This design comes from an exercise in tuning for small area, a short achievable clock period and few clock cycles on the open sky130 flow, not from production work.
In this exercise RTL edits were held to simulation tests only and were not proved equivalent to the original.
The flow treats the clock pin as an ideal source. Dropping or thinning the clock tree relies on that and would not hold on a real chip.
Power and IR drop assume default switching activity.

[flow/flow/run.sh]
#!/bin/bash
set -euo pipefail
export BUFFER_PORTS_ARGS="-buffer_cell sky130_fd_sc_hd__buf_1"
export SETUP_SLACK_MARGIN=0
export CTS_ARGS="-sink_clustering_enable -repair_clock_nets -sink_clustering_size 30 -sink_clustering_max_diameter 100 -dont_use_dummy_load"
bash standard.sh > flow_make.log 2>&1
[flow/standard.sh]
#!/bin/bash
# synth_recipe.tcl (not shown) runs the flow's synth.tcl, then flattens the netlist and writes it again
# the make line also repeats each setting of config.mk as NAME=value (left out here)
make -C /OpenROAD-flow-scripts/flow DESIGN_CONFIG=/design/flow/config.mk WORK_HOME=/design/flow/orfs CLKGATE_MAP_FILE= SYNTH_SCRIPT=/design/flow/synth_recipe.tcl "${@:-finish}"
[flow/config.mk]
export PLATFORM = sky130hd
export DESIGN_NAME = conv_window_top
export DESIGN_NICKNAME = conv_window_top
export VERILOG_FILES = /design/flow/design.v
export SDC_FILE = /design/flow/constraint.sdc
export NUM_CORES = 4
export LEC_CHECK = 0
export CAP_MARGIN = 20
export CELL_PAD_IN_SITES_DETAIL_PLACEMENT = 0
export CELL_PAD_IN_SITES_GLOBAL_PLACEMENT = 1
export CORE_MARGIN = 2
export CORE_UTILIZATION = 55
export GPL_ROUTABILITY_DRIVEN = 1
export PLACE_DENSITY = 0.65
export SLEW_MARGIN = 20
[flow/design.v]
`default_nettype none
package conv_window_pkg;
    localparam int img_size    = 32;   
    localparam int kernel_size = 5;
    localparam int out_size    = img_size - kernel_size + 1;   
    localparam int num_lines   = 6;    
    localparam int pixel_w    = 8;
    localparam int col_w      = 5;
    localparam int fill_row_w = 6;     
    localparam int line_w     = 3;
    typedef logic [pixel_w-1:0] pixel_t;
    typedef logic signed [pixel_w-1:0] spixel_t;
    typedef spixel_t [kernel_size-1:0][kernel_size-1:0] window_t;
    typedef pixel_t [num_lines-1:0][kernel_size-1:0] block_t;
endpackage
`default_nettype wire
`timescale 1ns/1ns
`default_nettype none
module conv_window_top (
    input  wire                         clk,
    input  wire                         reset_n,
    input  wire                         i_start,
    input  wire                         i_pixel_valid,
    input  wire  [7:0]                  i_pixel,
    input  wire                         i_conv_ready,
    output logic                        o_fill_active,
    output logic [199:0]                o_window,   
    output logic                        o_conv_valid,
    output logic                        o_conv_row_start,
    output logic                        o_conv_row_end,
    output logic                        o_done
);
    localparam int img   = 32;
    localparam int ks    = 5;
    localparam int depth = (ks - 1) * img + ks;   
    logic [depth*8-1:0] chain;   
    logic       active;      
    logic       fill;        
    logic       got_all;     
    logic [4:0] row;         
    logic [4:0] col;
    logic       in_v;
    logic [7:0] in_px;
    logic       in_win;      
    logic       in_start;    
    logic       in_end;      
    logic       in_last;     
    logic       pend;
    logic       p_start;
    logic       p_end;
    logic       p_last;
    logic take;
    logic shift;
    logic new_win;
    logic want;
    logic show;
    logic show_start;
    logic show_end;
    logic show_last;
    logic pend_nxt;
    logic in_v_nxt;
    logic got_all_nxt;
    assign take        = i_pixel_valid && fill;
    assign shift       = in_v && !pend;
    assign new_win     = shift && in_win;
    assign want        = new_win || pend;
    assign show        = want && i_conv_ready;
    assign show_start  = new_win ? in_start : p_start;
    assign show_end    = new_win ? in_end   : p_end;
    assign show_last   = new_win ? in_last  : p_last;
    assign pend_nxt    = want && !i_conv_ready;
    assign in_v_nxt    = take || (in_v && !shift);
    assign got_all_nxt = got_all || (take && row == 5'd31 && col == 5'd31);
    assign o_fill_active = fill;
    always_comb begin
        for (int i = 0; i < ks; i++)
            for (int j = 0; j < ks; j++)
                o_window[(i*ks+j)*8 +: 8] = chain[((ks-1-i)*img + (ks-1-j))*8 +: 8];
    end
    always_ff @(posedge clk) begin
        if (take) begin
            in_px    <= i_pixel;
            in_win   <= (row >= 5'd4) && (col >= 5'd4);
            in_start <= (col == 5'd4);
            in_end   <= (col == 5'd31);
            in_last  <= (row == 5'd31) && (col == 5'd31);
        end
        if (shift) begin
            chain   <= {chain[(depth-1)*8-1:0], in_px};
            p_start <= in_start;
            p_end   <= in_end;
            p_last  <= in_last;
        end
    end
    always_ff @(posedge clk) begin
        if (!reset_n) begin
            active           <= 1'b0;
            fill             <= 1'b0;
            got_all          <= 1'b0;
            row              <= '0;
            col              <= '0;
            in_v             <= 1'b0;
            pend             <= 1'b0;
            o_conv_valid     <= 1'b0;
            o_conv_row_start <= 1'b0;
            o_conv_row_end   <= 1'b0;
            o_done           <= 1'b0;
        end else if (!active) begin
            got_all          <= 1'b0;
            row              <= '0;
            col              <= '0;
            in_v             <= 1'b0;
            pend             <= 1'b0;
            o_conv_valid     <= 1'b0;
            o_conv_row_start <= 1'b0;
            o_conv_row_end   <= 1'b0;
            o_done           <= 1'b0;
            if (i_start) begin
                active <= 1'b1;
                fill   <= 1'b1;
            end
        end else begin
            if (take) begin
                col <= col + 1'b1;
                if (col == 5'd31) row <= row + 1'b1;
            end
            got_all          <= got_all_nxt;
            in_v             <= in_v_nxt;
            pend             <= pend_nxt;
            fill             <= !got_all_nxt && !(in_v_nxt && pend_nxt);
            o_conv_valid     <= show;
            o_conv_row_start <= show && show_start;
            o_conv_row_end   <= show && show_end;
            o_done           <= show && show_last;
            if (show && show_last) begin
                active <= 1'b0;
                fill   <= 1'b0;
            end
        end
    end
endmodule
`default_nettype wire
[flow/constraint.sdc]
create_clock -name core_clock -period 9.0 [get_ports {clk}]
set_input_delay 1.8000 -clock core_clock [delete_from_list [all_inputs] [get_ports {clk}]]
set_output_delay 1.8000 -clock core_clock [all_outputs]
set_load 0.01 [all_outputs]
==> results.tsv, run 1 <==
metric	value	unit
vias	11300	
max_cap_viol_count	0	
ios	218	
synth_seq_cells	1098	
core_area	62900	um^2
outcome	complete, no violations	
antenna_found_initial	0	
r2r-start	in_v$_SDFF_PN0_	
leakage	0.00867	uW
grt_pass1_vias	10900	
setup_viol	0	
cp.required	7.20	ns
synthCells	1381	
gp_congestion	0.735	
rsz0062_at_grt	false	
finClkSkew	0.0205	ns
grt_pass1_wl	60.4	mm
clockBufferDepth	3	
numCtsBuffers	42	
power_density	215	nW/um^2
r2r_cells	3	
nets	1464	
ys_seq_area_frac	0.942	
root_buffer	clkbuf_16	
area_growth	4.35	%
insertion_delay	0.58	ns
mappedNetlistArea	34800	um^2
gr-usage-all-layers	0.114	
ir_drop	0.159	mV
port_buffers	217	
synth_edf_count	1079	
rows	92	
synth_top_cell_by_area	edfxtp_1	
first_pass_iters	4	
syn-num-nets	1400	
slew_headroom	0.304	
slew_violations	0	
crit_type	reg2out	
hold_class	reg2reg	
cts_resized	0	
yosys_warnings	1	
critPathCaptureType	output pin	
wl_per_cell	16.5	um
dieArea	65300	um^2
slowest_stage	dfxtp_1	
fin_crit_sh	0.355	
cts.hold.buffers_added	0	
synth_top_area_share	0.931	
worst_pin_slew	1.04	ns
die_h	256	um
cts_tree	yes	
layout_setup_ws	5.80	ns
ant_nets	0	
cp-start-kind	flop	
cts_max_level	2	
avgSynthCellArea	25.2	um^2
routed_wl	37.8	mm
async_flop_share	0	
start_util	0.554	
critical-path-top-delay-family	flip-flops	
grt_max_degree	191	
antenna_cells	0	
ff2ff_setup_slack	6.21	ns
layout-drive-gt1-share	0.0367	
reg2reg_to	chain[367]$_DFFE_PN_	
synth.distinct_cells	32	
max_freq	313	MHz
grt_remaining_overflow	0	
hold_start	chain[192]$_DFFE_PN_	
critPathMaxStageDelay	0.61	ns
dp_hpwl	18.2	mm
drt_iter0_drc	1103	
clock-sinks	1098	
cts.clk_slew.worst_paths	0.11	ns
critical_path_arrival	1.40	ns
holdPathEnd	chain[200]$_DFFE_PN_	
place_ws	5.82	ns
cp_cell_sequence	buf_1	
final_cells	2289	
fin_crit	3.20	ns
cts_setup_buffers	0	
dp_cells	2247	
cp_num_buf_inv	1	
final_util	0.578	
chipWidth	256	um
final_hold_viol_count	0	
drc	0	
synth_ff_type	edfxtp_1	
vias_per_cell	4.92	
cp_max_fo	10	
hold_path_depth	0	
ys_top_cells_by_area	edfxtp_1 (93%), buf_4 (4.3%), dfxtp_1 (1.1%)	
## worst max path at each step
stage / start / to / slack [ns] / cells past startpoint
final: fill$_SDFFE_PN0P_ / o_fill_active / 5.80 / 1
after global routing: fill$_SDFFE_PN0P_ / o_fill_active / 5.71 / 1
after CTS: fill$_SDFFE_PN0P_ / o_fill_active / 5.77 / 1
after detailed placement: i_pixel_valid / in_px[7]$_DFFE_PP_ / 5.82 / 3
after global placement: i_pixel_valid / in_px[6]$_DFFE_PP_ / 5.86 / 3
after floorplan: in_v$_SDFF_PN0_ / chain[0]$_DFFE_PN_ / -7.76 / 1
## cells in the mapped netlist (4+ instances only)
library cell and number:
edfxtp_1 1079, nor3_1 4, nor2_1 13, ha_1 6, a21oi_1 6, nand3_1 7, nand2_1 5, mux2i_1 5
buf_4 200, inv_1 7, dfxtp_1 19
## layout by cell type, fill, tap and decap left out, drive strengths merged, types with 4 or more instances in the layout
| master | count |
|---|---|
| a21oi | 6 |
| buf | 224 |
| clkbuf | 42 |
| dfxtp | 19 |
| edfxtp | 1079 |
| ha | 6 |
| inv | 7 |
| mux2i | 5 |
| nand2 | 6 |
| nand3 | 8 |
| nor2 | 13 |
| nor3 | 4 |
## per-layer routing
layer / global-route usage / up-vias / routed length [um]
met4: 0.0349 / 0 / 883
met1: 0.184 / 5798 / 19000
met5: 0 / - / 0
met3: 0.0217 / 56 / 1500
met2: 0.158 / 189 / 16400
li1: - / 5222 / -
## kinds of logic after synthesis
logic type / after synthesis / synth area share
flip-flops: 1098 / 0.942
multiplexers: 5 / 0.00144
XOR/XNOR: 4 / 0.00101
adder cells (fa/ha/maj): 6 / 0.00216
buffers and inverters: 211 / 0.0448
AO/OA/AOI/OAI: 13 / 0.00226
AND/OR/NAND/NOR: 44 / 0.00672
## state kept, by name (all words and copies together), names as in the netlist, 5 cells and up
register / count
col: 5
chain: 1064
row: 5
in_px: 8
## where the power goes
group / internal, uW / total, uW / switching, uW
Clock: 846 / 2180 / 1330
Combinational: 6.72 / 49.6 / 42.8
Sequential: 5570 / 5580 / 9.62
Total: 6430 / 7810 / 1390
## area by class of cell
class,instances,area [um^2]
fill,4576,26500
inverter,7,26.3
sequential,1098,32800
multi-input combinational,72,480
timing repair buffer,224,930
clock buffer,42,1050
tap,846,1060
## metrics by stage
step	area [um^2]	setup TNS, ns	hold slack (ns)	total power [uW]
after floorplan	34800	-8285.04	0.400	5780
after global placement	35300	0	0.401	5750
after detailed placement	35300	0	0.405	5750
after CTS	36300	0	0.402	7930
after global routing	36300	0	0.402	8090
final	36300	0	0.408	7810
Testbench counts, summed over its fixed seeds: cycles 24,648.
==> run 2, diff against run 1 <==
==> flow/flow/run.sh (replaced) <==
#!/bin/bash
set -euo pipefail
export BUFFER_PORTS_ARGS="-buffer_cell sky130_fd_sc_hd__buf_1"
export SETUP_SLACK_MARGIN=5.8
export CTS_ARGS="-sink_clustering_enable -repair_clock_nets -sink_clustering_size 30 -sink_clustering_max_diameter 100 -dont_use_dummy_load"
bash standard.sh > flow_make.log 2>&1
==> run 2 against run 1 <==
Effect of this change:
- still clean on timing, DRC and antenna
- total power is essentially flat
- utilization is essentially flat
- worst setup slack gained 0.12 ns
- fmax grew 3.9%
- synthesized area is the same
- worst hold slack is the same
- routed wire length is the same
- sequential power is essentially flat
- cell area is essentially flat
==> results.tsv, run 2 <==
metric	value	unit	change
drt_iter0_drc	1103		unchanged
holdPathEnd	chain[200]$_DFFE_PN_		
regMostFlops	chain		
yosysMostFrequentCell	edfxtp_1		
grt_pass1_wl	60.4	mm	unchanged
antenna_cells	0		unchanged
place_ws	5.82	ns	unchanged
gr-usage-all-layers	0.114		unchanged
final_util	0.578		about the same
r2r-start	in_v$_SDFF_PN0_		
grt_pass1_vias	10900		unchanged
grt_remaining_overflow	0		unchanged
area_growth	4.36	%	about the same
ff2ff_setup_slack	6.21	ns	about the same
netlist_top_cells_count	edfxtp_1 (1,079), buf_4 (200), dfxtp_1 (19)		
layout_setup_ws	5.92	ns	+0.119 ns
cts_setup_buffers	0		unchanged
r2r_cells	3		unchanged
cp-start-kind	flop		
synth_top_area_share	0.931		unchanged
critical-path-top-delay-family	flip-flops		
reg_top3	chain x1064, in_px x8		
mappedNetlistArea	34800	um^2	unchanged
nets	1464		unchanged
largest_reg_flops	1064		unchanged
fin_crit	3.08	ns	-0.119 ns
reg2reg_to	chain[367]$_DFFE_PN_		
leakage	0.00867	uW	about the same
fin_crit_sh	0.342		-0.0133
worst_pin_slew	1.04	ns	unchanged
vias_per_cell	4.92		unchanged
hold_path_depth	0		unchanged
slowest_stage	edfxtp_1		
antenna_found_initial	0		unchanged
fillers	4575		-0.022%
dieArea	65300	um^2	unchanged
cts_resized	1		+1
rows	92		unchanged
core_area	62900	um^2	unchanged
slew_headroom	0.304		unchanged
ys_seq_area_frac	0.942		unchanged
insertion_delay	0.58	ns	about the same
root_buffer	clkbuf_16		
async_flop_share	0		unchanged
outcome	complete, no violations		
vias	11300		unchanged
synthCells	1381		unchanged
chipWidth	256	um	unchanged
multi_input_area	480	um^2	unchanged
crit_type	reg2out		
routed_wl	37.8	mm	unchanged
critPathMaxStageDelay	0.51	ns	-0.10 ns
die_h	256	um	unchanged
gp_congestion	0.735		unchanged
synth_seq_cells	1098		unchanged
final_cell_mix	edfxtp_1 (1,079), buf_1 (217), clkbuf_16 (42), dfxtp_1 (17), nor2_1 (13)		
ir_drop	0.159	mV	unchanged
syn-num-nets	1400		unchanged
avgSynthCellArea	25.2	um^2	unchanged
critPathCaptureType	output pin		
synth_edf_count	1079		unchanged
rsz0062_at_grt	false		
cts_tree	yes		
critical_path_arrival	1.28	ns	-0.12 ns
max_cap_viol_count	0		unchanged
slew_violations	0		unchanged
hold_start	chain[192]$_DFFE_PN_		
cp_cell_sequence	buf_1		
hold_class	reg2reg		
start_util	0.554		unchanged
layout-drive-gt1-share	0.0374		+0.000693
clock-sinks	1098		unchanged
synth_top_cell_by_area	edfxtp_1		
port_buffers	217		unchanged
yosys_warnings	1		unchanged
drc	0		unchanged
numCtsBuffers	42		unchanged
final_hold_viol_count	0		unchanged
ys_top_cells_by_area	edfxtp_1 (93%), buf_4 (4.3%), dfxtp_1 (1.1%)		
finClkSkew	0.0205	ns	unchanged
ant_nets	0		unchanged
cp_num_buf_inv	1		unchanged
cp.required	7.20	ns	about the same
cts.hold.buffers_added	0		unchanged
ff_latch_area	32800	um^2	about the same
first_pass_iters	4		unchanged
setup_viol	0		unchanged
ios	218		unchanged
clockBufferDepth	3		unchanged
cts.clk_slew.worst_paths	0.11	ns	about the same
dp_hpwl	18.2	mm	unchanged
synth_ff_type	edfxtp_1		
grt_max_degree	191		unchanged
cp_max_fo	2		-8
wl_per_cell	16.5	um	unchanged
synth.distinct_cells	32		unchanged
cts_max_level	2		unchanged
power_density	215	nW/um^2	about the same
total_power	7810	uW	about the same
max_freq	325	MHz	+3.9%
layout_commonest_cell	edfxtp_1		
run 2: cell counts after synthesis:
No cell type changed its count.
run 2: layout make-up:
cell class                 instances  share of cell area
inverter                           7            0.000723
clock buffer                      42              0.0289
tap                              846              0.0291
multi-input combinational         72              0.0132
sequential                      1098               0.902
timing repair buffer             224              0.0256
run 2: cell families after synthesis:
logic type	share of synthesized area
AO/OA/AOI/OAI	0.00226
multiplexers	0.00144
XOR/XNOR	0.00101
flip-flops	0.942
AND/OR/NAND/NOR	0.00672
buffers and inverters	0.0448
adder cells (fa/ha/maj)	0.00216
run 2: metrics by stage:
| stage | area (um^2) | hold WS, ns | TNS [ns] | std cells |
|---|---|---|---|---|
| 2_1_floorplan | 34800 | 0.400 | -8285.04 | 1381 |
| 3_3_place_gp | 35300 | 0.401 | 0 | 2247 |
| 3_5_place_dp | 35300 | 0.405 | 0 | 2247 |
| 4_1_cts | 36300 | 0.402 | 0 | 2289 |
| 5_1_grt | 36300 | 0.402 | 0 | 2289 |
| 6_report | 36300 | 0.408 | 0 | 2289 |
run 2: how the worst max path moves through the flow:
stage                         start                 end  slack, ns  cells after the start
2_1_floorplan       in_v$_SDFF_PN0_  chain[0]$_DFFE_PN_      -7.76                      1
3_3_place_gp          i_pixel_valid  in_px[6]$_DFFE_PP_       5.86                      3
3_5_place_dp          i_pixel_valid  in_px[7]$_DFFE_PP_       5.82                      3
4_1_cts        chain[258]$_DFFE_PN_       o_window[154]       5.88                      1
5_1_grt        chain[257]$_DFFE_PN_       o_window[153]       5.87                      1
6_report       chain[257]$_DFFE_PN_       o_window[153]       5.92                      1
run 2: layer usage:
| layer | vias to the layer above | wire length [um] | track usage |
|---|---|---|---|
| met5 | - | 0 | 0 |
| met4 | 0 | 883 | 0.0349 |
| met3 | 56 | 1500 | 0.0217 |
| met2 | 189 | 16400 | 0.158 |
| met1 | 5798 | 19000 | 0.184 |
| li1 | 5222 | - | - |
run 2: report_power, final:
group	leakage, uW	internal (uW)	switching, uW	total [uW]
registers	0.00763	5570	9.62	5580
clock network	0.000518	846	1330	2180
logic	0.000526	6.72	42.8	49.6
total	0.00867	6430	1390	7810
==> run 3, diff against run 2 <==
==> flow/flow/run.sh (replaced) <==
#!/bin/bash
set -euo pipefail
export BUFFER_PORTS_ARGS="-buffer_cell sky130_fd_sc_hd__buf_1"
export SETUP_SLACK_MARGIN=5.8
export CTS_ARGS="-sink_clustering_enable -repair_clock_nets -dont_use_dummy_load -sink_clustering_size 20 -sink_clustering_max_diameter 60"
bash standard.sh > flow_make.log 2>&1
==> run 3 against run 2 <==
Effect of this change:
- die area stayed put
- non-clock buffer count stayed put
- critical path type unchanged
- highest routed layer unchanged
- total power is 7.8% higher
- synthesized area stayed put
- fmax is 0.57% higher
- clock skew is 0.014 ns higher
- synthesized cell count stayed put
- sequential share of layout area is 1.6 points lower
- worst hold slack worse by 0.034 ns
- first-iteration DRC count is 0.63% lower
- sequential power hardly changed
==> results.tsv, run 3 <==
metric	value	unit	change
cts.hold.buffers_added	0		unchanged
synth_edf_count	1079		unchanged
cts.clk_slew.worst_paths	0.08	ns	-0.03 ns
synth_ff_type	edfxtp_1		
insertion_delay	0.59	ns	about the same
final_hold_viol_count	0		unchanged
synth_top_area_share	0.931		unchanged
grt_pass1_wl	61.8	mm	+2.2%
max_cap_viol_count	0		unchanged
nets	1490		+1.8%
cp.required	7.20	ns	about the same
core_area	62900	um^2	unchanged
synthCells	1381		unchanged
grt_pass1_vias	11200		+2.6%
layout_setup_ws	5.94	ns	+0.0175 ns
ir_drop	0.155	mV	-2.3%
clockBufferDepth	3		unchanged
netlist_top_cells_count	edfxtp_1 (1,079), buf_4 (200), dfxtp_1 (19)		
hold_class	reg2reg		
placed_area	35300	um^2	unchanged
rsz0062_at_grt	false		
root_buffer	clkbuf_16		
start_util	0.554		unchanged
ys_top_cells_by_area	edfxtp_1 (93%), buf_4 (4.3%), dfxtp_1 (1.1%)		
critPathMaxStageDelay	0.50	ns	about the same
cts_max_level	3		+1
intPower	6920	uW	+7.7%
synth.distinct_cells	32		unchanged
critical-path-top-delay-family	flip-flops		
setup_viol	0		unchanged
async_flop_share	0		unchanged
dieArea	65300	um^2	unchanged
layout-drive-gt1-share	0.0545		+0.0170
switching_share	0.178		+0.000201
fin_crit_sh	0.340		-0.00194
outcome	complete, no violations		
power_frac_clock	0.331		+0.052
routed_wl	38.5	mm	+1.9%
port_buffers	217		unchanged
leakage	0.00899	uW	+3.7%
chipWidth	256	um	unchanged
fillers	4520		-1.2%
antenna_cells	0		unchanged
r2r-start	in_v$_SDFF_PN0_		
dp_hpwl	18.2	mm	unchanged
regMostFlops	chain		
p_comb_frac	0.006		about the same
max_freq	327	MHz	+0.57%
first_pass_iters	5		+1
yosysMostFrequentCell	edfxtp_1		
vias_per_cell	4.94		+0.30%
mappedNetlistArea	34800	um^2	unchanged
place_ws	5.82	ns	unchanged
ys_seq_area_frac	0.942		unchanged
cp_max_fo	2		unchanged
grt_max_degree	191		unchanged
slew_violations	0		unchanged
yosys_warnings	1		unchanged
largest_reg_flops	1064		unchanged
cp-start-kind	flop		
slew_headroom	0.294		-0.00912
ios	218		unchanged
numCtsBuffers	68		+62%
finClkSkew	0.0348	ns	+0.0143 ns
rows	92		unchanged
fin_area	37000	um^2	+1.8%
grt_remaining_overflow	0		unchanged
gr-usage-all-layers	0.118		+0.00390
hold_start	chain[875]$_DFFE_PN_		
fin_crit	3.06	ns	-0.0175 ns
worst_pin_slew	1.06	ns	+0.0137 ns
final_cell_mix	edfxtp_1 (1,079), buf_1 (217), clkbuf_16 (68), dfxtp_1 (17), nor2_1 (13)		
cp_cell_sequence	buf_1		
die_h	256	um	unchanged
synth_top_cell_by_area	edfxtp_1		
critical_path_arrival	1.26	ns	-0.02 ns
drc	0		unchanged
drt_iter0_drc	1096		-0.63%
cts_tree	yes		
reg_top3	chain x1064, in_px x8		
switchingPower	1500	uW	+7.9%
seqPwrFrac	0.663		-0.052
gp_congestion	0.735		unchanged
wl_per_cell	16.6	um	+0.79%
syn-num-nets	1400		unchanged
synth_seq_cells	1098		unchanged
antenna_found_initial	0		unchanged
clock-sinks	1098		unchanged
slowest_stage	edfxtp_1		
vias	11400		+1.4%
layout_commonest_cell	edfxtp_1		
area_growth	6.22	%	
setup.worst_path.start	chain[257]$_DFFE_PN_		
critPathCaptureType	output pin		
power_density	228	nW/um^2	+5.9%
cp_num_buf_inv	1		unchanged
ant_nets	0		unchanged
avgSynthCellArea	25.2	um^2	unchanged
crit_type	reg2out		
[run 3: logic make-up (layout without fill, tap and decap cells)]
logic type / count (synthesis) / count (layout) / synth area share
xor+xnor: 4 / 4 / 0.00101
flops: 1098 / 1098 / 0.942
compound gates: 13 / 13 / 0.00226
buf+inv: 211 / 299 / 0.0448
mux: 5 / 5 / 0.00144
simple gates: 44 / 44 / 0.00672
fa+ha+maj: 6 / 6 / 0.00216
[run 3: cell type report]
class | instances | area (um^2) | area share
clock buffer | 68 | 1700 | 0.0460
inverter | 7 | 26.3 | 0.000711
multi-input combinational | 72 | 480 | 0.0130
sequential | 1098 | 32800 | 0.887
tap | 846 | 1060 | 0.0286
timing repair buffer | 224 | 930 | 0.0251
[run 3: worst register-to-register path, stage by stage, from the launching register on]
cell,delay [ns]
dfxtp_2,0.38
nor2b_4,0.22
buf_12,0.63
buf_4,1.09
[run 3: repair_timing]
action / CTS / global route
setup endpoints to repair: 1 / 0
buffers inserted: 0 / 0
gates resized for setup: 1 / 0
[run 3: worst paths after layout]
kind | slack, ns | cells past startpoint | end
max reg2reg | 6.24 | 3 | chain[653]$_DFFE_PN_
min | 0.37 | 0 | chain[883]$_DFFE_PN_
min reg2reg | 0.37 | 0 | chain[883]$_DFFE_PN_
max | 5.94 | 1 | o_window[153]
[run 3: metal layers]
layer | vias to the layer above | share of wire | global-route usage
met3 | 76 | 0.047 | 0.0318
met5 | - | 0 | 0
met4 | 0 | 0.027 | 0.0406
met2 | 211 | 0.43 | 0.161
li1 | 5278 | - | -
met1 | 5862 | 0.49 | 0.185
[run 3: power by group through the flow]
stage               logic [uW]  registers [uW]  clock network (uW)
floorplan                 40.6            5740                   0
global placement          49.3            5700                   0
detailed placement        51.3            5700                   0
CTS                       51.1            5580                2930
global route              55.6            5590                3080
finish                    49.7            5580                2790
[run 3: stage by stage]
step | TNS, ns | instances | total power (uW) | utilization | hold WS [ns]
after global routing | 0 | 2315 | 8730 | 0.588 | 0.390
after global placement | 0 | 2247 | 5750 | 0.561 | 0.401
after detailed placement | 0 | 2247 | 5750 | 0.561 | 0.405
final | 0 | 2315 | 8420 | 0.588 | 0.375
after CTS | 0 | 2315 | 8560 | 0.588 | 0.373
after floorplan | -8285.04 | 1381 | 5780 | - | 0.400
==> run 4, diff against run 3 <==
==> flow/flow/run.sh (replaced) <==
#!/bin/bash
set -euo pipefail
export BUFFER_PORTS_ARGS="-buffer_cell sky130_fd_sc_hd__buf_1"
export SETUP_SLACK_MARGIN=5.8
export CTS_ARGS="-sink_clustering_enable -repair_clock_nets -dont_use_dummy_load"
bash standard.sh > flow_make.log 2>&1
==> run 4 against run 3 <==
Effect of this change:
- still clean
- register-to-register slack lost 0.08 ns
- non-clock buffer count is the same
- clock skew shrank 0.0029 ns
- global-route usage grew 0.26 points
- fmax shrank 0.26%
- clock power grew 29%
- sequential share of layout area shrank 2.1 points
- cell count grew 1.6%
- synthesized cell count is the same
- critical path depth is the same
- worst setup slack lost 0.0079 ns
- total power grew 9.9%
- highest routed layer unchanged
==> results.tsv, run 4 <==
metric	value	unit	change
outcome	complete, no violations		
cts_tree	yes		
synth_seq_cells	1098		unchanged
fin_crit_sh	0.341		+0.000881
synthCells	1381		unchanged
mappedNetlistArea	34800	um^2	unchanged
rows	92		unchanged
setup_viol	0		unchanged
rsz0062_at_grt	false		
critical_path_arrival	1.27	ns	about the same
finClkSkew	0.0319	ns	-0.00288 ns
fin_crit	3.07	ns	+0.00793 ns
wl_per_cell	16.7	um	+0.67%
vias_per_cell	4.95		+0.25%
syn-num-nets	1400		unchanged
holdPathEnd	chain[207]$_DFFE_PN_		
cts_max_level	3		unchanged
first_pass_iters	4		-1
grt_pass1_vias	11600		+3.5%
slew_headroom	0.284		-0.0106
ios	218		unchanged
place_ws	5.82	ns	unchanged
insertion_delay	0.63	ns	+0.04 ns
dp_hpwl	18.2	mm	unchanged
ys_seq_area_frac	0.942		unchanged
gr-usage-met2	0.160		-0.00106
clock-sinks	1098		unchanged
cp-start-kind	flop		
regMostFlops	chain		
core_area	62900	um^2	unchanged
hold_start	chain[199]$_DFFE_PN_		
antenna_found_initial	0		unchanged
synth_edf_count	1079		unchanged
slew_violations	0		unchanged
cts.hold.buffers_added	0		unchanged
critPathMaxStageDelay	0.49	ns	about the same
yosys_warnings	1		unchanged
cp_max_fo	2		unchanged
max_cap_viol_count	0		unchanged
ys_top_cells_by_area	edfxtp_1 (93%), buf_4 (4.3%), dfxtp_1 (1.1%)		
finalSetupTns	0	ns	unchanged
clockBufferDepth	3		unchanged
synth_top_area_share	0.931		unchanged
die_h	256	um	unchanged
dieArea	65300	um^2	unchanged
synth.distinct_cells	32		unchanged
critical-path-top-delay-family	flip-flops		
fillers	4425		-2.1%
crit_type	reg2out		
dp_cells	2247		unchanged
hold_path_depth	0		unchanged
power_density	244	nW/um^2	+7.3%
ff_latch_area	32800	um^2	unchanged
layout_commonest_cell	edfxtp_1		
gp_congestion	0.735		unchanged
vias	11600		+1.8%
final_cell_mix	edfxtp_1 (1,079), buf_1 (217), clkbuf_16 (104), dfxtp_1 (17), nor2_1 (13)		
root_buffer	clkbuf_16		
async_flop_share	0		unchanged
yosysMostFrequentCell	edfxtp_1		
antenna_cells	0		unchanged
grt_remaining_overflow	0		unchanged
synth_ff_type	edfxtp_1		
grt_max_degree	191		unchanged
cp_cell_sequence	buf_1		
ant_nets	0		unchanged
r2r-start	in_v$_SDFF_PN0_		
routed_wl	39.4	mm	+2.2%
cts.clk_slew.worst_paths	0.06	ns	-0.02 ns
grtUsageMet1	0.189		+0.00401
numCtsBuffers	104		+53%
nets	1526		+2.4%
chipWidth	256	um	unchanged
start_util	0.554		unchanged
port_buffers	217		unchanged
reg2reg_to	chain[401]$_DFFE_PN_		
gr-usage-all-layers	0.120		+0.00263
multi_input_area	480	um^2	unchanged
total_power	9250	uW	+9.9%
layout-drive-gt1-share	0.0771		+0.0226
cp.required	7.20	ns	about the same
ff2ff_setup_slack	6.16	ns	-0.08 ns
area_growth	8.81	%	
largest_reg_flops	1064		unchanged
slowest_stage	edfxtp_1		
netlist_top_cells_count	edfxtp_1 (1,079), buf_4 (200), dfxtp_1 (19)		
leakage	0.00943	uW	+4.9%
final_util	0.603		+0.0143
reg_top3	chain x1064, in_px x8		
drc	0		unchanged
cp_num_buf_inv	1		unchanged
worst_pin_slew	1.07	ns	+0.0160 ns
final_cells	2351		+1.6%
max_freq	326	MHz	-0.26%
critPathCaptureType	output pin		
layout_setup_ws	5.93	ns	-0.00793 ns
synth_top_cell_by_area	edfxtp_1		
final_hold_viol_count	0		unchanged
top_usage_layer	met1		
r2r_cells	3		unchanged
met3_usage	0.0345		+0.00267
drt_iter0_drc	1033		-5.7%
ir_drop	0.174	mV	+12%
hold_class	reg2reg		
grt_pass1_wl	63.1	mm	+2.2%
avgSynthCellArea	25.2	um^2	unchanged
[run 4: cell counts after synthesis]
No cell type changed its count.
[run 4: routing by layer]
layer  up-vias  share of wire
met5         -              0
met4         0          0.031
met3       100          0.056
met2       258           0.42
met1      5930           0.49
li1       5346              -
[run 4: power breakdown]
group | total (uW) | internal, uW | switching, uW
registers | 5590 | 5580 | 9.57
clock network | 3610 | 2020 | 1590
logic | 49.6 | 6.72 | 42.9
[run 4: cells by family (layout without fill, tap and decap cells)]
family | Yosys count | after routing | share of synthesized area
AO/OA/AOI/OAI | 13 | 13 | 0.00226
XOR/XNOR | 4 | 4 | 0.00101
adder cells (fa/ha/maj) | 6 | 6 | 0.00216
buffers and inverters | 211 | 335 | 0.0448
flip-flops | 1098 | 1098 | 0.942
multiplexers | 5 | 5 | 0.00144
AND/OR/NAND/NOR | 44 | 44 | 0.00672
[run 4: what timing repair did]
action                                  in CTS  in global routing
buffers inserted                             0                  0
endpoints found under the setup margin       1                  0
gates resized for setup                      1                  0
[run 4: worst max-delay path by stage]
stage | from | endpoint | slack, ns | cells after the start
2_1_floorplan | in_v$_SDFF_PN0_ | chain[0]$_DFFE_PN_ | -7.76 | 1
3_5_place_dp | i_pixel_valid | in_px[7]$_DFFE_PP_ | 5.82 | 3
6_report | chain[257]$_DFFE_PN_ | o_window[153] | 5.93 | 1
4_1_cts | chain[258]$_DFFE_PN_ | o_window[154] | 5.88 | 1
5_1_grt | fill$_SDFFE_PN0P_ | o_fill_active | 5.84 | 1
3_3_place_gp | i_pixel_valid | in_px[6]$_DFFE_PP_ | 5.86 | 3
[run 4: area by class of cell]
type                            count  share of cell area
Clock buffer                      104              0.0687
Inverter                            7            0.000694
Multi-Input combinational cell     72              0.0127
Sequential cell                  1098               0.865
Tap cell                          846              0.0279
Timing Repair Buffer              224              0.0245
[run 4: worst reg2reg max path: cells and delay by family, from the launching register on]
| family | cells | cell delay, ns |
|---|---|---|
| buffers and inverters | 2 | 1.80 |
| DFF | 1 | 0.38 |
| and+or+nand+nor | 1 | 0.22 |
[run 4: per-stage QoR]
stage	hold slack [ns]	area [um^2]
5_1_grt	0.399	37900
2_1_floorplan	0.400	34800
6_report	0.393	37900
3_3_place_gp	0.401	35300
3_5_place_dp	0.405	35300
4_1_cts	0.393	37900
==> run 5, diff against run 4 <==
==> flow/flow/run.sh (replaced) <==
#!/bin/bash
set -euo pipefail
export BUFFER_PORTS_ARGS="-buffer_cell sky130_fd_sc_hd__buf_1"
export SETUP_SLACK_MARGIN=5.8
export CTS_ARGS="-sink_clustering_enable -repair_clock_nets -sink_clustering_size 30 -sink_clustering_max_diameter 100 -dont_use_dummy_load"
export POST_CTS_TCL="$(pwd)/flow/post_cts.tcl"
bash standard.sh > flow_make.log 2>&1
==> flow/flow/post_cts.tcl (new file) <==
set block [ord::get_db_block]
set clk_net [$block findNet clk]
set roots {}
foreach it [$clk_net getITerms] { lappend roots [$it getInst] }
puts "post_cts: clock port drives [llength $roots] cell(s)"
if {[llength $roots] == 1} {
  set root [lindex $roots 0]
  set out_net [[$root findITerm X] getNet]
  set loads {}
  foreach it [$out_net getITerms] {
    if {[$it isInputSignal] || [[$it getMTerm] getIoType] eq "INPUT"} { lappend loads $it }
  }
  puts "post_cts: root [$root getName] drives [llength $loads] pin(s)"
  if {[llength $loads] <= 4} {
    foreach it $loads {
      $it disconnect
      $it connect $clk_net
    }
    [$root findITerm A] disconnect
    odb::dbInst_destroy $root
    odb::dbNet_destroy $out_net
    puts "post_cts: removed root buffer"
  }
}
estimate_parasitics -placement
report_clock_latency
==> run 5 against run 4 <==
Effect of this change:
- worst setup slack improved by 0.17 ns
- routed wire length fell by 4.0%
- total power fell by 16%
- flip-flop and latch count did not move
- cell area fell by 4.2%
==> results.tsv, run 5 <==
metric	value	unit	change
port_buffers	217		unchanged
whs	0.410	ns	+0.0173 ns
hold_class	reg2reg		
slowest_stage	edfxtp_1		
slew_headroom	0.276		-0.00804
synth_top_cell_by_area	edfxtp_1		
layout_commonest_cell	edfxtp_1		
cp-start-kind	flop		
cts.clk_slew.worst_paths	0.11	ns	+0.05 ns
slew_violations	0		unchanged
leakage	0.00866	uW	-8.2%
nets	1463		-4.1%
chipWidth	256	um	unchanged
final_util	0.578		-0.0251
dp_cells	2247		unchanged
placed_area	35300	um^2	unchanged
synth_ff_type	edfxtp_1		
reg_top3	chain x1064, in_px x8		
critPathMaxStageDelay	0.51	ns	+0.02 ns
start_util	0.554		unchanged
largest_reg_flops	1064		unchanged
max_cap_viol_count	0		unchanged
yosysMostFrequentCell	edfxtp_1		
grt_pass1_wl	60.3	mm	-4.5%
synth_top_area_share	0.931		unchanged
fillers	4577		+3.4%
regMostFlops	chain		
final_hold_viol_count	0		unchanged
final_cells	2288		-2.7%
cp_num_buf_inv	1		unchanged
cp_cell_sequence	buf_1		
syn-num-nets	1400		unchanged
ys_top_cells_by_area	edfxtp_1 (93%), buf_4 (4.3%), dfxtp_1 (1.1%)		
avgSynthCellArea	25.2	um^2	unchanged
critical_path_arrival	1.10	ns	-0.17 ns
max_freq	345	MHz	+5.9%
fin_crit_sh	0.322		-0.0189
synth_edf_count	1079		unchanged
ir_drop	0.158	mV	-8.8%
crit_type	reg2out		
routed_wl	37.8	mm	-4.0%
core_area	62900	um^2	unchanged
vias	11300		-3.1%
synth.distinct_cells	32		unchanged
outcome	complete, no violations		
wl_per_cell	16.5	um	-1.4%
drt_iter0_drc	1098		+6.3%
synthCells	1381		unchanged
finalSetupTns	0	ns	unchanged
dp_hpwl	18.2	mm	unchanged
gp_congestion	0.735		unchanged
rsz0062_at_grt	false		
cp.required	7.20	ns	about the same
grt_remaining_overflow	0		unchanged
fin_crit	2.90	ns	-0.170 ns
synth_seq_cells	1098		unchanged
die_h	256	um	unchanged
finClkSkew	0.0236	ns	-0.00831 ns
final_cell_mix	edfxtp_1 (1,079), buf_1 (217), clkbuf_16 (41), dfxtp_1 (17), nor2_1 (13)		
area_growth	4.28	%	
netlist_top_cells_count	edfxtp_1 (1,079), buf_4 (200), dfxtp_1 (19)		
vias_per_cell	4.93		-0.39%
cp_max_fo	2		unchanged
power_density	214	nW/um^2	-12%
insertion_delay	0.41	ns	-0.22 ns
ff2ff_setup_slack	6.17	ns	about the same
antenna_cells	0		unchanged
layout-drive-gt1-share	0.0368		-0.0403
yosys_warnings	1		unchanged
mappedNetlistArea	34800	um^2	unchanged
ant_nets	0		unchanged
rows	92		unchanged
critPathCaptureType	output pin		
async_flop_share	0		unchanged
setup_viol	0		unchanged
grt_pass1_vias	10900		-6.0%
grt_max_degree	191		unchanged
fin_area	36300	um^2	-4.2%
ios	218		unchanged
drc	0		unchanged
clock-sinks	1098		unchanged
ys_seq_area_frac	0.942		unchanged
dieArea	65300	um^2	unchanged
first_pass_iters	4		unchanged
critical-path-top-delay-family	flip-flops		
gr-usage-all-layers	0.113		-0.00740
antenna_found_initial	0		unchanged
worst_pin_slew	1.09	ns	+0.0121 ns
-- run 5: cells by family (layout without fill, tap and decap cells) --
group	Yosys count	count (layout)	synth area share
XOR/XNOR	4	4	0.00101
AO/OA/AOI/OAI	13	13	0.00226
buffers and inverters	211	272	0.0448
adder cells (fa/ha/maj)	6	6	0.00216
flip-flops	1098	1098	0.942
multiplexers	5	5	0.00144
AND/OR/NAND/NOR	44	44	0.00672
-- run 5: metrics by stage --
step | setup slack (ns) | power [uW]
final | 6.10 | 7770
after detailed placement | 5.82 | 5750
after global routing | 5.99 | 8040
after global placement | 5.86 | 5750
after floorplan | -7.76 | 5780
-- run 5: final timing paths --
check                                       endpoint            startpoint  depth (start not counted)
worst min register to register  chain[200]$_DFFE_PN_  chain[192]$_DFFE_PN_                          0
worst min-delay path            chain[200]$_DFFE_PN_  chain[192]$_DFFE_PN_                          0
worst max register to register  chain[806]$_DFFE_PN_       in_v$_SDFF_PN0_                          3
worst max-delay path                   o_window[153]  chain[257]$_DFFE_PN_                          1
-- run 5: cell type report --
| type | count | area, um^2 | area share |
|---|---|---|---|
| inverters | 7 | 26.3 | 0.000724 |
| flip-flops and latches | 1098 | 32800 | 0.903 |
| multi-input cells | 72 | 480 | 0.0132 |
| well taps | 846 | 1060 | 0.0292 |
| repair buffers | 224 | 930 | 0.0256 |
| clock buffers | 41 | 1030 | 0.0283 |
-- run 5: routing by layer --
layer | part of all wire | global-route usage | up-vias
li1 | - | - | 5219
met1 | 0.51 | 0.184 | 5821
met2 | 0.43 | 0.158 | 183
met3 | 0.037 | 0.0193 | 55
met4 | 0.023 | 0.0325 | 0
met5 | 0 | 0 | -
-- run 5: power by group --
part	internal (uW)	total [uW]	switching, uW
clock network	827	2140	1310
registers	5570	5580	9.62
logic	6.72	49.6	42.9
==> run 6, diff against run 5 <==
--- a/flow/design.v
+++ b/flow/design.v
@@ -37,40 +37,35 @@
     logic       active;      
     logic       fill;        
     logic       got_all;     
+    logic       in_v;        
+    logic [7:0] in_px;
+    logic       pend;        
+    logic       sh;          
     logic [4:0] row;         
     logic [4:0] col;
-    logic       in_v;
-    logic [7:0] in_px;
-    logic       in_win;      
-    logic       in_start;    
-    logic       in_end;      
-    logic       in_last;     
-    logic       pend;
-    logic       p_start;
-    logic       p_end;
-    logic       p_last;
-    logic take;
-    logic shift;
+    logic       all_in;      
     logic new_win;
     logic want;
     logic show;
     logic show_start;
     logic show_end;
     logic show_last;
+    logic take;
+    logic last_take;
     logic pend_nxt;
     logic in_v_nxt;
     logic got_all_nxt;
     assign take        = i_pixel_valid && fill;
-    assign shift       = in_v && !pend;
-    assign new_win     = shift && in_win;
+    assign new_win     = sh && (row >= 5'd4) && (col >= 5'd4);
     assign want        = new_win || pend;
     assign show        = want && i_conv_ready;
-    assign show_start  = new_win ? in_start : p_start;
-    assign show_end    = new_win ? in_end   : p_end;
-    assign show_last   = new_win ? in_last  : p_last;
+    assign show_start  = pend ? (col == 5'd5) : (col == 5'd4);
+    assign show_end    = pend ? (col == 5'd0) : (col == 5'd31);
+    assign show_last   = pend ? all_in : (row == 5'd31 && col == 5'd31);
     assign pend_nxt    = want && !i_conv_ready;
-    assign in_v_nxt    = take || (in_v && !shift);
-    assign got_all_nxt = got_all || (take && row == 5'd31 && col == 5'd31);
+    assign in_v_nxt    = take || (in_v && !sh);
+    assign last_take   = take && row == 5'd31 && (in_v ? col == 5'd30 : col == 5'd31);
+    assign got_all_nxt = got_all || last_take;
     assign o_fill_active = fill;
     always_comb begin
         for (int i = 0; i < ks; i++)
@@ -78,39 +73,32 @@
                 o_window[(i*ks+j)*8 +: 8] = chain[((ks-1-i)*img + (ks-1-j))*8 +: 8];
     end
     always_ff @(posedge clk) begin
-        if (take) begin
-            in_px    <= i_pixel;
-            in_win   <= (row >= 5'd4) && (col >= 5'd4);
-            in_start <= (col == 5'd4);
-            in_end   <= (col == 5'd31);
-            in_last  <= (row == 5'd31) && (col == 5'd31);
-        end
-        if (shift) begin
-            chain   <= {chain[(depth-1)*8-1:0], in_px};
-            p_start <= in_start;
-            p_end   <= in_end;
-            p_last  <= in_last;
-        end
+        if (take) in_px <= i_pixel;
+        if (sh) chain <= {chain[(depth-1)*8-1:0], in_px};
     end
     always_ff @(posedge clk) begin
         if (!reset_n) begin
             active           <= 1'b0;
             fill             <= 1'b0;
             got_all          <= 1'b0;
+            in_v             <= 1'b0;
+            pend             <= 1'b0;
+            sh               <= 1'b0;
             row              <= '0;
             col              <= '0;
-            in_v             <= 1'b0;
-            pend             <= 1'b0;
+            all_in           <= 1'b0;
             o_conv_valid     <= 1'b0;
             o_conv_row_start <= 1'b0;
             o_conv_row_end   <= 1'b0;
             o_done           <= 1'b0;
         end else if (!active) begin
             got_all          <= 1'b0;
+            in_v             <= 1'b0;
+            pend             <= 1'b0;
+            sh               <= 1'b0;
             row              <= '0;
             col              <= '0;
-            in_v             <= 1'b0;
-            pend             <= 1'b0;
+            all_in           <= 1'b0;
             o_conv_valid     <= 1'b0;
             o_conv_row_start <= 1'b0;
             o_conv_row_end   <= 1'b0;
@@ -120,13 +108,17 @@
                 fill   <= 1'b1;
             end
         end else begin
-            if (take) begin
+            if (sh) begin
                 col <= col + 1'b1;
-                if (col == 5'd31) row <= row + 1'b1;
+                if (col == 5'd31) begin
+                    row <= row + 1'b1;
+                    if (row == 5'd31) all_in <= 1'b1;
+                end
             end
             got_all          <= got_all_nxt;
             in_v             <= in_v_nxt;
             pend             <= pend_nxt;
+            sh               <= in_v_nxt && !pend_nxt;
             fill             <= !got_all_nxt && !(in_v_nxt && pend_nxt);
             o_conv_valid     <= show;
             o_conv_row_start <= show && show_start;
==> run 6 against run 5 <==
Effect of this change:
- still clean
- worst setup slack lost 0.011 ns
- routed wire length rose by 1.1%
- register-to-register slack better by 0.15 ns
- via count fell by 0.40%
- first-iteration DRC count is 2.7% lower
- largest cell class unchanged
- largest power group unchanged
==> results.tsv, run 6 <==
metric	value	unit	change
synthCells	1378		-0.22%
critPathCaptureType	output pin		
insertion_delay	0.41	ns	about the same
core_area	62700	um^2	-0.18%
dieArea	65100	um^2	-0.41%
grt_pass1_vias	10400		-4.5%
die_h	255	um	-0.21%
grt_max_degree	217		+14%
cts.clk_slew.worst_paths	0.11	ns	about the same
antenna_cells	0		unchanged
worst_pin_slew	1.00	ns	-0.0831 ns
slowest_stage	edfxtp_1		
finalSetupTns	0	ns	unchanged
routed_wl	38.2	mm	+1.1%
cp-start-kind	flop		
final_util	0.578		about the same
dp_hpwl	18.4	mm	+1.5%
place_ws	5.73	ns	-0.0904 ns
clock-sinks	1093		-0.46%
regMostFlops	chain		
crit_type	reg2out		
hold_start	chain[65]$_DFFE_PP_		
critPathMaxStageDelay	0.52	ns	about the same
yosys_warnings	1		unchanged
cp.required	7.20	ns	about the same
rows	92		unchanged
synth_ff_type	edfxtp_1		
antenna_found_initial	1		+1
yosysMostFrequentCell	edfxtp_1		
slew_violations	0		unchanged
outcome	complete, no violations		
ys_seq_area_frac	0.941		-0.000966
setup.worst_path.start	chain[286]$_DFFE_PP_		
critical-path-top-delay-family	flip-flops		
cp_cell_sequence	buf_1		
synth_seq_cells	1093		-0.46%
drt_iter0_drc	1068		-2.7%
drc	0		unchanged
fin_crit_sh	0.323		+0.00119
reg_top3	chain x1064, in_px x8		
area_growth	4.57	%	
vias_per_cell	4.91		-0.44%
wl_per_cell	16.7	um	+1.0%
vias	11200		-0.40%
port_buffers	217		unchanged
cp_max_fo	2		unchanged
largest_reg_flops	1064		unchanged
async_flop_share	0		unchanged
hold_class	reg2reg		
fin_crit	2.91	ns	+0.0107 ns
chipWidth	255	um	-0.21%
avgSynthCellArea	25.2	um^2	-0.20%
final_hold_viol_count	0		unchanged
ant_nets	0		unchanged
leakage	0.00863	uW	-0.28%
gp_congestion	0.696		-5.2%
ios	218		unchanged
first_pass_iters	4		unchanged
synth_top_area_share	0.929		-0.00217
critical_path_arrival	1.11	ns	about the same
start_util	0.553		-0.00130
gr-usage-all-layers	0.113		+0.000341
slew_headroom	0.331		+0.0554
cp_num_buf_inv	1		unchanged
final_cell_mix	edfxtp_1 (1,072), buf_1 (217), clkbuf_16 (41), dfxtp_1 (20), nor2_1 (14)		
total_power	7760	uW	-0.14%
grt_remaining_overflow	0		unchanged
ys_top_cells_by_area	edfxtp_1 (93%), buf_4 (4.3%), dfxtp_1 (1.2%)		
synth.distinct_cells	33		+3.1%
ir_drop	0.132	mV	-17%
mappedNetlistArea	34700	um^2	-0.42%
nets	1466		+0.21%
r2r-start	sh$_SDFF_PN0_		
layout_commonest_cell	edfxtp_1		
synth_edf_count	1072		-0.65%
setup_viol	0		unchanged
synth_top_cell_by_area	edfxtp_1		
layout-drive-gt1-share	0.0437		+0.00690
layout_setup_ws	6.09	ns	-0.0107 ns
netlist_top_cells_count	edfxtp_1 (1,072), buf_4 (200), dfxtp_1 (21)		
power_density	214	nW/um^2	about the same
syn-num-nets	1399		-0.071%
grt_pass1_wl	58.3	mm	-3.4%
finClkSkew	0.0437	ns	+0.0200 ns
rsz0062_at_grt	false		
max_cap_viol_count	0		unchanged
max_freq	344	MHz	-0.37%
[run 6: area by class of cell]
class | count | area (um^2)
Sequential cell | 1093 | 32600
Fill cell | 4507 | 26500
Tap cell | 846 | 1060
Clock buffer | 41 | 1030
Timing Repair Buffer | 228 | 1010
Multi-Input combinational cell | 73 | 515
Inverter | 8 | 30.0
[run 6: worst paths after layout]
path              depth (start not counted)               endpoint  slack [ns]
setup / recovery                          1          o_window[134]        6.09
hold / removal                            0    chain[73]$_DFFE_PP_        0.37
setup reg to reg                          3  chain[1041]$_DFFE_PP_        6.32
hold reg to reg                           0    chain[73]$_DFFE_PP_        0.37
[run 6: logic make-up (layout without fill, tap and decap cells)]
kind of cell | Yosys count | after routing | synth area share
simple gates | 41 | 41 | 0.00599
compound gates | 14 | 14 | 0.00292
buf+inv | 212 | 277 | 0.0449
fa+ha+maj | 8 | 8 | 0.00289
flops | 1093 | 1093 | 0.941
xor+xnor | 6 | 6 | 0.00152
mux | 4 | 4 | 0.00115
[run 6: metrics by stage]
step / std cells / instance area, um^2 / hold slack [ns]
floorplan: 1378 / 34700 / 0.400
global placement: 2245 / 35100 / 0.401
detailed placement: 2245 / 35100 / 0.405
global route: 2289 / 36300 / 0.385
finish: 2289 / 36300 / 0.371
[run 6: per-layer routing]
metal	global-route usage	up-vias	wire length (um)
met5	0	-	0
met4	0.0356	0	895
met3	0.0206	59	1540
met2	0.155	175	16300
met1	0.186	5806	19500
li1	-	5193	-
[run 6: power breakdown]
group	switching, uW	internal (uW)
clock	1310	827
sequential	10.4	5560
combinational	47.5	8.13
total	1370	6390
Testbench counts of run 6, summed over its fixed seeds: cycles 24,648.
==> run 7, diff against run 6 <==
--- a/flow/config.mk
+++ b/flow/config.mk
@@ -11,5 +11,6 @@
 export CORE_MARGIN = 2
 export CORE_UTILIZATION = 55
 export GPL_ROUTABILITY_DRIVEN = 1
+export GPL_TIMING_DRIVEN = 1
 export PLACE_DENSITY = 0.65
 export SLEW_MARGIN = 20
==> run 7 against run 6 <==
Effect of this change:
- still clean on timing, DRC and antenna
- clock power hardly changed
- worst hold slack stayed put
- synthesized area stayed put
- via count stayed put
- flip-flop and latch count stayed put
- non-clock buffer count stayed put
- sequential power hardly changed
- synthesized cell count stayed put
- sequential share of layout area stayed put
- routed wire length stayed put
- global-route usage stayed put
- critical path type unchanged
- highest routed layer unchanged
==> results.tsv, run 7 <==
metric	value	unit	change
die_h	255	um	unchanged
drc	0		unchanged
grt_pass1_wl	58.3	mm	unchanged
cts.clk_slew.worst_paths	0.11	ns	about the same
antenna_cells	0		unchanged
async_flop_share	0		unchanged
drt_iter0_drc	1068		unchanged
slowest_stage	edfxtp_1		
final_cells	2289		unchanged
power_density	214	nW/um^2	unchanged
critical_path_arrival	1.11	ns	about the same
slew_headroom	0.331		unchanged
ant_nets	0		unchanged
avgSynthCellArea	25.2	um^2	unchanged
cp_cell_sequence	buf_1		
rows	92		unchanged
outcome	complete, no violations		
reg2reg_to	chain[1041]$_DFFE_PP_		
intPower	6390	uW	unchanged
ys_seq_area_frac	0.941		unchanged
cp_num_buf_inv	1		unchanged
final_cell_mix	edfxtp_1 (1,072), buf_1 (217), clkbuf_16 (41), dfxtp_1 (20), nor2_1 (14)		
nets	1466		unchanged
dp_cells	2245		unchanged
dieArea	65100	um^2	unchanged
vias	11200		unchanged
syn-num-nets	1399		unchanged
fin_crit_sh	0.323		unchanged
largest_reg_flops	1064		unchanged
setup_viol	0		unchanged
synth_top_cell_by_area	edfxtp_1		
dp_hpwl	18.4	mm	unchanged
switchingPower	1370	uW	unchanged
clock-sinks	1093		unchanged
mappedNetlistArea	34700	um^2	unchanged
gr-usage-all-layers	0.113		unchanged
grt_pass1_vias	10400		unchanged
cp_max_fo	2		unchanged
grt_max_degree	217		unchanged
wl_per_cell	16.7	um	unchanged
max_freq	344	MHz	unchanged
synth_edf_count	1072		unchanged
fillers	4507		unchanged
layout_commonest_cell	edfxtp_1		
power_frac_clock	0.276		about the same
crit_type	reg2out		
rsz0062_at_grt	false		
antenna_found_initial	1		unchanged
routed_wl	38.2	mm	unchanged
ir_drop	0.132	mV	unchanged
p_comb_frac	0.007		about the same
synth.distinct_cells	33		unchanged
insertion_delay	0.41	ns	about the same
synth_seq_cells	1093		unchanged
critical-path-top-delay-family	flip-flops		
r2r_cells	3		unchanged
multi_input_area	515	um^2	unchanged
final_util	0.578		unchanged
gp_congestion	0.696		unchanged
start_util	0.553		unchanged
worst_pin_slew	1.00	ns	unchanged
fin_crit	2.91	ns	unchanged
hold_class	reg2reg		
holdPathEnd	chain[73]$_DFFE_PP_		
ios	218		unchanged
regMostFlops	chain		
place_ws	5.73	ns	unchanged
cp-start-kind	flop		
layout_setup_ws	6.09	ns	unchanged
slew_violations	0		unchanged
vias_per_cell	4.91		unchanged
netlist_top_cells_count	edfxtp_1 (1,072), buf_4 (200), dfxtp_1 (21)		
synth_top_area_share	0.929		unchanged
yosys_warnings	1		unchanged
ff_latch_area	32600	um^2	unchanged
grt_remaining_overflow	0		unchanged
hold_start	chain[65]$_DFFE_PP_		
core_area	62700	um^2	unchanged
layout-drive-gt1-share	0.0437		unchanged
cp.required	7.20	ns	about the same
switching_share	0.177		unchanged
seqPwrFrac	0.717		about the same
area_growth	4.57	%	unchanged
placed_area	35100	um^2	unchanged
ys_top_cells_by_area	edfxtp_1 (93%), buf_4 (4.3%), dfxtp_1 (1.2%)		
synthCells	1378		unchanged
leakage	0.00863	uW	unchanged
hold_path_depth	0		unchanged
r2r-start	sh$_SDFF_PN0_		
critPathCaptureType	output pin		
critPathMaxStageDelay	0.52	ns	about the same
reg_top3	chain x1064, in_px x8		
first_pass_iters	4		unchanged
final_hold_viol_count	0		unchanged
ff2ff_setup_slack	6.32	ns	about the same
finClkSkew	0.0437	ns	unchanged
finalSetupTns	0	ns	unchanged
port_buffers	217		unchanged
chipWidth	255	um	unchanged
yosysMostFrequentCell	edfxtp_1		
fin_area	36300	um^2	unchanged
synth_ff_type	edfxtp_1		
max_cap_viol_count	0		unchanged
[run 7: power by group through the flow]
stage / clock network [uW] / registers [uW] / logic (uW)
after floorplan: 0 / 5740 / 13.0
after global placement: 0 / 5680 / 52.1
after detailed placement: 0 / 5680 / 54.1
after global routing: 2400 / 5570 / 62.4
final: 2140 / 5570 / 55.7
[run 7: worst max-delay path by stage]
| stage | from | endpoint | slack [ns] | cells past startpoint |
|---|---|---|---|---|
| final | chain[286]$_DFFE_PP_ | o_window[134] | 6.09 | 1 |
| after global placement | sh$_SDFF_PN0_ | chain[807]$_DFFE_PP_ | 5.87 | 2 |
| after global routing | chain[286]$_DFFE_PP_ | o_window[134] | 6.01 | 1 |
| after detailed placement | sh$_SDFF_PN0_ | chain[1056]$_DFFE_PP_ | 5.73 | 2 |
| after floorplan | sh$_SDFF_PN0_ | o_conv_row_start$_SDFF_PN0_ | 0.28 | 5 |
[run 7: area by class of cell]
class                   count  share of cell area
well taps                 846              0.0292
clock buffers              41              0.0283
multi-input cells          73              0.0142
flip-flops and latches   1093               0.900
repair buffers            228              0.0277
inverters                   8            0.000828
[run 7: routing by layer]
layer	vias up	GRT usage	part of all wire
met4	0	0.0356	0.023
met1	5806	0.186	0.51
met3	59	0.0206	0.040
met2	175	0.155	0.43
met5	-	0	0
li1	5193	-	-
[run 7: cell families after synthesis]
kind of cell               Yosys count  synth area share
DFF                               1093             0.941
buffers and inverters              212            0.0449
and+or+nand+nor                     41           0.00599
AOI/OAI and AO/OA                   14           0.00292
adders and majority gates            8           0.00289
xor gates and xnor gates             6           0.00152
muxes                                4           0.00115
[run 7: metrics by stage]
| stage | power, uW | hold slack [ns] |
|---|---|---|
| 3_5_place_dp | 5740 | 0.405 |
| 6_report | 7760 | 0.371 |
| 5_1_grt | 8030 | 0.385 |
| 2_1_floorplan | 5750 | 0.400 |
| 3_3_place_gp | 5740 | 0.401 |
==> run 8, diff against run 7 <==
==> flow/flow/run.sh (replaced) <==
#!/bin/bash
set -euo pipefail
export BUFFER_PORTS_ARGS="-buffer_cell sky130_fd_sc_hd__buf_1"
export SETUP_SLACK_MARGIN=6.2
export CTS_ARGS="-sink_clustering_enable -repair_clock_nets -sink_clustering_size 30 -sink_clustering_max_diameter 100 -dont_use_dummy_load"
export POST_CTS_TCL="$(pwd)/flow/post_cts.tcl"
bash standard.sh > flow_make.log 2>&1
--- a/flow/config.mk
+++ b/flow/config.mk
@@ -11,6 +11,5 @@
 export CORE_MARGIN = 2
 export CORE_UTILIZATION = 55
 export GPL_ROUTABILITY_DRIVEN = 1
-export GPL_TIMING_DRIVEN = 1
 export PLACE_DENSITY = 0.65
 export SLEW_MARGIN = 20
==> run 8 against run 7 <==
Effect of this change:
- sequential share of layout area shrank 3.5 points
- critical path depth is the same
- largest cell class unchanged
- still clean on timing, DRC and antenna
- worst setup slack better by 0.0019 ns
- global-route usage grew 0.37 points
- critical endpoint is now o_window[49]
- routed wire length up 5.0%
==> results.tsv, run 8 <==
metric	value	unit	change
multi_input_area	515	um^2	unchanged
crit_end	o_window[49]		
fin_crit_sh	0.323		about the same
antenna_cells	0		unchanged
area_growth	8.86	%	
netlist_top_cells_count	edfxtp_1 (1,072), buf_4 (200), dfxtp_1 (21)		
synth_ff_type	edfxtp_1		
critical_path_arrival	1.11	ns	about the same
worst_pin_slew	0.987	ns	-0.0165 ns
slew_violations	0		unchanged
wl_per_cell	16.4	um	-1.9%
core_area	62700	um^2	unchanged
finClkSkew	0.0428	ns	-0.000871 ns
port_buffers	217		unchanged
final_util	0.602		+0.0237
gp_congestion	0.696		unchanged
start_util	0.553		unchanged
fin_crit	2.91	ns	-0.00188 ns
fillers	4369		-3.1%
finalSetupTns	0	ns	unchanged
cp-start-kind	flop		
layout_commonest_cell	edfxtp_1		
ff2ff_setup_slack	6.52	ns	+0.20 ns
largest_reg_flops	1064		unchanged
outcome	complete, no violations		
antenna_found_initial	1		unchanged
cp_num_buf_inv	1		unchanged
dp_hpwl	18.4	mm	unchanged
avgSynthCellArea	25.2	um^2	unchanged
vias	11800		+5.0%
crit_type	reg2out		
nets	1626		+11%
grt_pass1_wl	60.1	mm	+3.1%
critPathMaxStageDelay	0.52	ns	about the same
synth_top_area_share	0.929		unchanged
max_cap_viol_count	0		unchanged
cts.clk_slew.worst_paths	0.11	ns	about the same
slowest_stage	edfxtp_1		
final_hold_viol_count	0		unchanged
first_pass_iters	4		unchanged
layout_setup_ws	6.09	ns	+0.00188 ns
ant_nets	0		unchanged
rsz0062_at_grt	true		
dieArea	65100	um^2	unchanged
reg2reg_to	chain[767]$_DFFE_PP_		
chipWidth	255	um	unchanged
max_freq	344	MHz	about the same
reg_top3	chain x1064, in_px x8		
synth.distinct_cells	33		unchanged
cp.required	7.20	ns	about the same
setup_viol	0		unchanged
r2r-start	sh$_SDFF_PN0_		
grt_remaining_overflow	0		unchanged
ff_latch_area	32600	um^2	about the same
fin_area	37700	um^2	+4.1%
grt_max_degree	208		-4.1%
rows	92		unchanged
path_depth	1		unchanged
place_ws	5.73	ns	unchanged
ys_top_cells_by_area	edfxtp_1 (93%), buf_4 (4.3%), dfxtp_1 (1.2%)		
ir_drop	0.132	mV	about the same
yosys_warnings	1		unchanged
drt_iter0_drc	1132		+6.0%
cp_cell_sequence	clkbuf_2		
final_cell_mix	edfxtp_1 (1,072), buf_4 (161), clkbuf_2 (118), buf_1 (81), clkbuf_16 (41)		
regMostFlops	chain		
critical-path-top-delay-family	flip-flops		
ios	218		unchanged
ys_seq_area_frac	0.941		unchanged
leakage	0.00973	uW	+13%
gr-usage-all-layers	0.117		+0.00371
power_density	206	nW/um^2	-3.8%
synth_edf_count	1072		unchanged
grt_pass1_vias	10800		+4.2%
async_flop_share	0		unchanged
layout-drive-gt1-share	0.226		+0.182
hold_class	reg2reg		
synth_top_cell_by_area	edfxtp_1		
synth_seq_cells	1093		unchanged
routed_wl	40.1	mm	+5.0%
slew_headroom	0.342		+0.0110
placed_area	35100	um^2	unchanged
insertion_delay	0.40	ns	about the same
mappedNetlistArea	34700	um^2	unchanged
vias_per_cell	4.82		-1.8%
die_h	255	um	unchanged
syn-num-nets	1399		unchanged
r2r_cells	2		-1
yosysMostFrequentCell	edfxtp_1		
setup.worst_path.start	chain[793]$_DFFE_PP_		
clock-sinks	1093		unchanged
cp_max_fo	2		unchanged
drc	0		unchanged
synthCells	1378		unchanged
critPathCaptureType	output pin		
run 8: stage by stage:
stage	power (uW)	cells	hold WS, ns
floorplan	5750	1378	0.400
global placement	5740	2245	0.401
detailed placement	5740	2245	0.405
global route	8040	2449	0.385
finish	7770	2449	0.372
run 8: how the worst min path moves through the flow:
| stage | start | endpoint | slack (ns) | depth (start not counted) |
|---|---|---|---|---|
| after floorplan | in_px[0]$_DFFE_PP_ | chain[0]$_DFFE_PP_ | 0.40 | 0 |
| after global placement | chain[392]$_DFFE_PP_ | chain[400]$_DFFE_PP_ | 0.40 | 0 |
| after detailed placement | chain[223]$_DFFE_PP_ | chain[231]$_DFFE_PP_ | 0.40 | 0 |
| after global routing | chain[65]$_DFFE_PP_ | chain[73]$_DFFE_PP_ | 0.38 | 0 |
| final | chain[65]$_DFFE_PP_ | chain[73]$_DFFE_PP_ | 0.37 | 0 |
run 8: where the power goes:
group	internal [uW]	switching [uW]
clock	827	1310
sequential	5550	10.5
combinational	13.3	48.6
total	6400	1370
run 8: kinds of logic after synthesis:
| logic type | count (synthesis) | synth area share |
|---|---|---|
| mux | 4 | 0.00115 |
| compound gates | 14 | 0.00292 |
| xor+xnor | 6 | 0.00152 |
| flops | 1093 | 0.941 |
| buf+inv | 212 | 0.0449 |
| fa+ha+maj | 8 | 0.00289 |
| simple gates | 41 | 0.00599 |
run 8: cell type report:
| class | count | area share |
|---|---|---|
| repair buffers | 388 | 0.0660 |
| flip-flops and latches | 1093 | 0.864 |
| multi-input cells | 73 | 0.0137 |
| well taps | 846 | 0.0280 |
| clock buffers | 41 | 0.0272 |
| inverters | 8 | 0.000796 |
run 8: per-layer routing:
layer  routed length (um)  vias to the layer above  GRT usage
met3                 1490                       57     0.0208
met1                20200                     6056      0.190
met5                    0                        -          0
met4                  895                        0     0.0356
met2                17600                      168      0.163
li1                     -                     5516          -

==> port drivers added, routing unchanged <==
No port has a modelled driver above. Below, the same layouts with a new extraction and two added sets of constraints.
Step 1: set_driving_cell puts a clkbuf_16 on clk and a buf_2 on each other input, an assumption about the parent block.
Step 2 times the ports against the registers' clock, not the clock port: input delays grow and output delays shrink by t, the midpoint of the rising clock arrivals with the driver on.
a / b / c = ideal / step 1 / step 2; a / b = the first two.
run	t (ns)	setup WS [ns]	worst setup path after step 2	clock arrival spread, ns	worst register clock-pin slew, ns
run 1	0.637	5.801 / 5.741 / 5.848	input to register	0.027 / 0.027	0.11 / 0.11
run 2	0.637	5.920 / 5.860 / 5.856	input to register	0.027 / 0.027	0.11 / 0.11
run 3	0.637	5.938 / 5.878 / 5.825	input to register	0.036 / 0.036	0.08 / 0.08
run 4	0.672	5.930 / 5.871 / 5.846	input to register	0.039 / 0.039	0.06 / 0.06
run 5	0.510	6.100 / 5.988 / 5.837	input to register	0.024 / 0.024	0.11 / 0.11
run 6	0.502	6.089 / 5.975 / 5.997	input to register	0.051 / 0.051	0.11 / 0.11
run 7	0.502	6.089 / 5.975 / 5.997	input to register	0.051 / 0.051	0.11 / 0.11
run 8	0.504	6.091 / 5.976 / 6.001	input to register	0.054 / 0.055	0.11 / 0.11
After both steps every run listed still meets setup and hold. For run 5, which loses most, drivers alone change the setup slack by -0.112 ns; drivers and shift together by -0.263 ns.
